From an optimization exercise on the open Yosys and OpenROAD flow, aimed at small area and a short achievable clock period; shortcuts taken in it are not production practice.
Function was checked by simulation only, so behaviour that the tests miss may differ from the original.
Power is estimated from default activity; no workload was simulated.

==> flow/design.v <==
module cache_tag_check #(
    parameter int  WAYS  = 4,
    parameter int  SETS  = 16,
    parameter int  TAG_W = 20,
    localparam int WAY_W = (WAYS > 1) ? $clog2(WAYS) : 1,
    localparam int IDX_W = $clog2(SETS)
) (
    input  logic             clk,
    input  logic             rst,
    input  logic             lkp_valid,
    input  logic [IDX_W-1:0] lkp_index,
    input  logic [TAG_W-1:0] lkp_tag,
    output logic             lkp_ready,
    output logic             rsp_valid,
    output logic             rsp_hit,
    output logic [WAY_W-1:0] rsp_way,
    input  logic             fill_valid,
    input  logic [IDX_W-1:0] fill_index,
    input  logic [TAG_W-1:0] fill_tag,
    output logic             fill_done,
    output logic [WAY_W-1:0] fill_way,
    input  logic             flush,
    output logic             busy,
    output logic             err
);
    typedef enum logic [0:0] {
        S_IDLE  = 1'b0,
        S_FLUSH = 1'b1
    } state_t;
    state_t                       state_q, state_d;
    logic [IDX_W-1:0]             fcnt_q;
    logic [SETS-1:0][WAYS-1:0]    vld_q;
    logic [SETS-1:0][WAY_W-1:0]   ptr_q;
    logic [TAG_W-1:0]             tag_mem [SETS][WAYS];
    logic                         lkp_acc, fill_acc;
    logic [WAYS-1:0]              lkp_tmatch, lkp_perr, lkp_hitv;
    logic [WAYS-1:0]              fill_match, fill_inv;
    logic                         hit_any;
    logic [WAY_W-1:0]             hit_way;
    logic [WAY_W-1:0]             victim;
    logic                         ptr_adv;
    logic [WAY_W-1:0]             ptr_cur, ptr_next;
    assign lkp_ready = (state_q == S_IDLE);
    assign busy      = (state_q == S_FLUSH);
    assign lkp_acc   = lkp_valid  & lkp_ready & ~flush;
    assign fill_acc  = fill_valid & lkp_ready & ~flush;
    for (genvar w = 0; w < WAYS; w++) begin : g_way
        assign lkp_tmatch[w] = vld_q[lkp_index][w] && (tag_mem[lkp_index][w] == lkp_tag);
        assign lkp_perr[w]   = 1'b0;
        assign lkp_hitv[w]   = lkp_tmatch[w] & ~lkp_perr[w];
        assign fill_match[w] = vld_q[fill_index][w] && (tag_mem[fill_index][w] == fill_tag);
        assign fill_inv[w]   = ~vld_q[fill_index][w];
    end
    always_comb begin
        hit_any = |lkp_hitv;
        hit_way = '0;
        for (int w = WAYS - 1; w >= 0; w--) begin
            if (lkp_hitv[w]) hit_way = WAY_W'(w);
        end
    end
    assign ptr_cur  = ptr_q[fill_index];
    assign ptr_next = (ptr_cur == WAY_W'(WAYS - 1)) ? '0 : ptr_cur + WAY_W'(1);
    always_comb begin
        victim  = ptr_cur;
        ptr_adv = 1'b0;
        if (|fill_match) begin
            for (int w = WAYS - 1; w >= 0; w--) begin
                if (fill_match[w]) victim = WAY_W'(w);
            end
        end else if (|fill_inv) begin
            for (int w = WAYS - 1; w >= 0; w--) begin
                if (fill_inv[w]) victim = WAY_W'(w);
            end
        end else begin
            ptr_adv = 1'b1;
        end
    end
    always_comb begin
        state_d = state_q;
        case (state_q)
            S_IDLE:  if (flush) state_d = S_FLUSH;
            S_FLUSH: if (fcnt_q == IDX_W'(SETS - 1)) state_d = S_IDLE;
            default: state_d = S_IDLE;
        endcase
    end
    always_ff @(posedge clk) begin
        if (rst) begin
            state_q <= S_IDLE;
            fcnt_q  <= '0;
        end else begin
            state_q <= state_d;
            fcnt_q  <= (state_q == S_FLUSH) ? fcnt_q + IDX_W'(1) : '0;
        end
    end
    always_ff @(posedge clk) begin
        if (rst) begin
            vld_q <= '0;
            ptr_q <= '0;
        end else begin
            if (state_q == S_FLUSH) vld_q[fcnt_q] <= '0;
            if (fill_acc) begin
                vld_q[fill_index][victim] <= 1'b1;
                if (ptr_adv) ptr_q[fill_index] <= ptr_next;
            end
        end
    end
    always_ff @(posedge clk) begin
        if (fill_acc) begin
            tag_mem[fill_index][victim] <= fill_tag;
        end
    end
    always_ff @(posedge clk) begin
        if (rst) begin
            rsp_valid <= 1'b0;
            rsp_hit   <= 1'b0;
            rsp_way   <= '0;
            fill_done <= 1'b0;
            fill_way  <= '0;
        end else begin
            rsp_valid <= lkp_acc;
            rsp_hit   <= lkp_acc & hit_any;
            rsp_way   <= lkp_acc ? hit_way : '0;
            fill_done <= fill_acc;
            if (fill_acc) fill_way <= victim;
        end
    end
    assign err = 1'b0;
endmodule
==> flow/run.sh <==
#!/bin/bash
# synth_recipe.tcl (not shown) runs the flow's synth.tcl, then flattens the netlist and writes it again
# the make line also repeats each setting of config.mk as NAME=value (left out here)
make -C /OpenROAD-flow-scripts/flow DESIGN_CONFIG=/design/flow/config.mk WORK_HOME=/design/flow/orfs CLKGATE_MAP_FILE= SYNTH_SCRIPT=/design/flow/synth_recipe.tcl finish
==> flow/config.mk <==
export PLATFORM = sky130hd
export DESIGN_NAME = cache_tag_check
export DESIGN_NICKNAME = cache_tag_check
export VERILOG_FILES = /design/flow/design.v
export SDC_FILE = /design/flow/constraint.sdc
export NUM_CORES = 4
export LEC_CHECK = 0
export ABC_CLOCK_PERIOD_IN_PS = 4500
export CAP_MARGIN = 20
export CORE_MARGIN = 2
export CORE_UTILIZATION = 35
export SETUP_SLACK_MARGIN = 0.2
export SLEW_MARGIN = 20
==> flow/constraint.sdc <==
create_clock -name core_clock -period 5.5 [get_ports {clk}]
set_input_delay 1.1000 -clock core_clock [delete_from_list [all_inputs] [get_ports {clk}]]
set_output_delay 1.1000 -clock core_clock [all_outputs]
set_load 0.01 [all_outputs]
==> impl_metrics.env <==
export IMPL_postSynthCellCount=3745
export IMPL_synth_top_family_by_area="multiplexers"
export IMPL_setup_viol=0
export IMPL_hold_buffers=0
export IMPL_cts_clk_slew_worst_paths_ns=0.07
export IMPL_worst_path_most_repeated_cell="buf_4"
export IMPL_synth_area_sq_mm=0.0673
export IMPL_p_leak_uw=0.0268
export IMPL_cp_data_required_time_ns=6.16
export IMPL_fp_coreArea_sq_mm=0.191
export IMPL_h_tree_depth=4
export IMPL_cts_root_buf="clkbuf_16"
export IMPL_cts_tree="built"
export IMPL_ir_worst_vdd_v=0.000277
export IMPL_initial_core_util=0.353
export IMPL_drive_above_1_share=0.387
export IMPL_ios=63
export IMPL_ys_seq_area_frac=0.603
export IMPL_synth_xor_area_share=0.0207
export IMPL_syn2layout_area_growth_pct=21.2
export IMPL_yosysWarnings=1
export IMPL_synth_seq_cells=1388
export IMPL_synthTopCellsByArea="edfxtp_1 57%, mux4_2 22%, mux2i_1 3.8%, dfxtp_1 3.2%, xnor2_1 1.6%"
export IMPL_rsz0062_at_grt="no"
export IMPL_wl_met2_um=110000
export IMPL_holdCritPathClass="flip-flop to flip-flop"
export IMPL_synth_async_reset_ratio=0
export IMPL_regToRegStartpoint="tag_mem[2][6]"
export IMPL_synth_simple_area_share=0.0388
export IMPL_crit_start="fill_index[0]"
export IMPL_p_per_area_mw_per_mm2=297
export IMPL_place_gp_congestion=0.917
export IMPL_drtIter0Drc=6150
export IMPL_firstDrtPassIters=5
export IMPL_synth_compound_area_frac=0.0414
export IMPL_die_area_sq_mm=0.196
export IMPL_worstSetupEndpointType="flip-flop"
export IMPL_avgViaCountPerCell=6.16
export IMPL_grt_pass1_wl_um=326000
export IMPL_wl_per_cell_um=34.0
export IMPL_place_ws_ns=-1.09
export IMPL_grt_usage=0.236
export IMPL_critPathMaxStageDelay_ns=0.63
export IMPL_layout_nets=4376
export IMPL_avgSynthCellArea_sq_um=18.0
export IMPL_yosys_mux_area_fraction=0.267
export IMPL_start_kind="input port"
export IMPL_synthAdderAreaFrac=0.00205
export IMPL_worst_slack_ns=0.384
export IMPL_hpwl_um=160000
export IMPL_tightestPinTransition_ns=1.18
export IMPL_fin_cells=6949
export IMPL_worst_path_max_fanout=8
export IMPL_drv_slew=0
export IMPL_place_inst=6633
export IMPL_synth_cell_types=102
export IMPL_clk_path_buf_depth=3
export IMPL_drc=0
export IMPL_syn_nets=3809
export IMPL_synth_ff_type="edfxtp_1"
export IMPL_cts_sinks=1388
export IMPL_die_w_um=442
export IMPL_timing_hold_worst_start="vld_q[49]"
export IMPL_status="finished clean"
export IMPL_critical_path_slowest_cell="mux4_2"
export IMPL_cap_violations=0
export IMPL_ys_top_cells_by_count="1280 x edfxtp_1, 659 x mux4_2, 258 x mux2i_1"
export IMPL_synth_edff_count=1280
export IMPL_hold_viol_final=0
export IMPL_portBuffers=61
export IMPL_clock_latency_ns=0.81
export IMPL_clock_fmax_mhz=195
export IMPL_grt_ovfl_total=0
export IMPL_wl_met1_um=91900
export IMPL_arrival_ns=5.77
export IMPL_synth_top_area_cell="edfxtp_1"
export IMPL_top_layer="met5"
export IMPL_synth_top_cell_area_share=0.571
export IMPL_worstSetupPathType="input port to flip-flop"
export IMPL_yosysMostFrequentCell="edfxtp_1"
export IMPL_grt_antenna_before_repair=8
export IMPL_die_h_um=442
export IMPL_grt_max_degree=70
export IMPL_wl_met3_um=23300
export IMPL_post_route_min_period_ns=5.12
export IMPL_cts_buffers=153
export IMPL_relSlewSlack=0.213
export IMPL_fin_worst_skew_ns=0.0443
export IMPL_grt_pass1_vias=41800
export IMPL_path_cells="buf_12, buf_4, buf_4, mux4_2, mux4_2, o311ai_1, a2111oi_2, nand4_1, nor4b_4, buf_4, buf_4, nor3b_2, o21ai_4, nor4_1, ha_1, a31oi_2, buf_4, nor2b_4, buf_4, a41oi_2, o21ai_0"
export IMPL_rows=160
export IMPL_finalWirelength_um=237000
export IMPL_ant_nets=0
export IMPL_finalCritPeriodShare=0.930
export IMPL_route_vias_total=42800
==> metal layers <==
layer / vias up / track usage
met5: - / 0
met4: 2 / 0.102
met3: 444 / 0.0455
met2: 2630 / 0.371
met1: 22800 / 0.319
li1: 16900 / -
==> sequential cells by signal (all words and copies together), names as in the netlist <==
signal	count
rsp_valid	1
state_q	1
vld_q	64
fill_way	2
ptr_q	32
fcnt_q	4
fill_done	1
rsp_hit	1
tag_mem	1280
rsp_way	2
==> worst max-delay path: cells and delay by family <==
kind                     cells  cell delay, ns
adder cells (fa/ha/maj)      1            0.25
AND/OR/NAND/NOR              5            0.95
buffers and inverters        7            1.21
multiplexers                 2            1.15
AO/OA/AOI/OAI                6            1.08
==> layout make-up <==
cell class	count	area [sq um]
Clock buffer	189	4040
Fill cell	16700	109000
Sequential cell	1388	40600
Antenna cell	7	17.5
Multi-Input combinational cell	2029	25400
Inverter	50	193
Clock inverter	85	915
Timing Repair Buffer	690	7320
Tap cell	2511	3140
==> per-stage QoR <==
stage                     utilization  setup TNS (ns)  hold slack (ns)  power [uW]  area, sq um
after floorplan                     -          -50.54            0.432       13100        67400
after global placement          0.398        -1483.93            0.451       14100        75900
after detailed placement        0.398         -987.92            0.455       14100        75900
after CTS                       0.425               0            0.463       24300        81000
after global routing            0.428               0            0.487       24800        81600
final                           0.428               0            0.460       24200        81600
==> placed cells by master, fill, tap and decap left out, types with 64 or more instances in the layout <==
master        n
edfxtp_1   1280
mux4_2      660
buf_4       467
mux2i_1     254
clkbuf_16   162
buf_12      147
nand2_1     140
xnor2_1     122
dfxtp_1     108
nor2_1       64
==> final timing paths <==
kind                endpoint  slack, ns  depth (start not counted)
max                vld_q[32]       0.38                         21
min                vld_q[49]       0.46                          2
max reg2reg  tag_mem[18][11]       0.80                         17
min reg2reg        vld_q[49]       0.46                          2
==> cells by family after synthesis <==
| group | count (synthesis) |
|---|---|
| adders and majority gates | 11 |
| xor gates and xnor gates | 158 |
| buffers and inverters | 328 |
| DFF | 1388 |
| and+or+nand+nor | 506 |
| other | 1 |
| muxes | 961 |
| AOI/OAI and AO/OA | 392 |
==> where the power goes <==
part / internal (uW) / leakage [uW] / switching [uW]
clock network: 5940 / 0.00241 / 4300
logic: 1070 / 0.0120 / 1400
registers: 11500 / 0.0124 / 8.60
total: 18500 / 0.0268 / 5710
==> repair_timing <==
item	CTS	global route
gates cloned	0	6
setup endpoints to repair	999	203
buffers inserted	2	27
pin swaps	2	13
gates resized for setup	12	44

afterwards: timing with drivers on the ports:
In the flow no input, the clock included, has a driving cell. The finished layout below was timed again as built, in two steps. Step 1 assumes that a clkbuf_16 drives the clock port and a buf_2 every other input. Step 2, shift: input delay + t, output delay - t, t = (earliest + latest rising clock arrival at the registers) / 2. This alone moves slack from input paths to output paths. Three values: ideal, step 1, step 2; two values: the first two.
t, ns: 0.869
setup slack, ns: 0.384 / 0.153 / -0.716
worst hold slack (ns): 0.460 / 0.460 / 0.460
slew at the worst register clock pin (ns): 0.07 / 0.07
With both steps, setup timing fails in this run, where it was met with ideal ports. For this run, drivers alone change the setup slack by -0.231 ns; drivers and shift together by -1.100 ns.
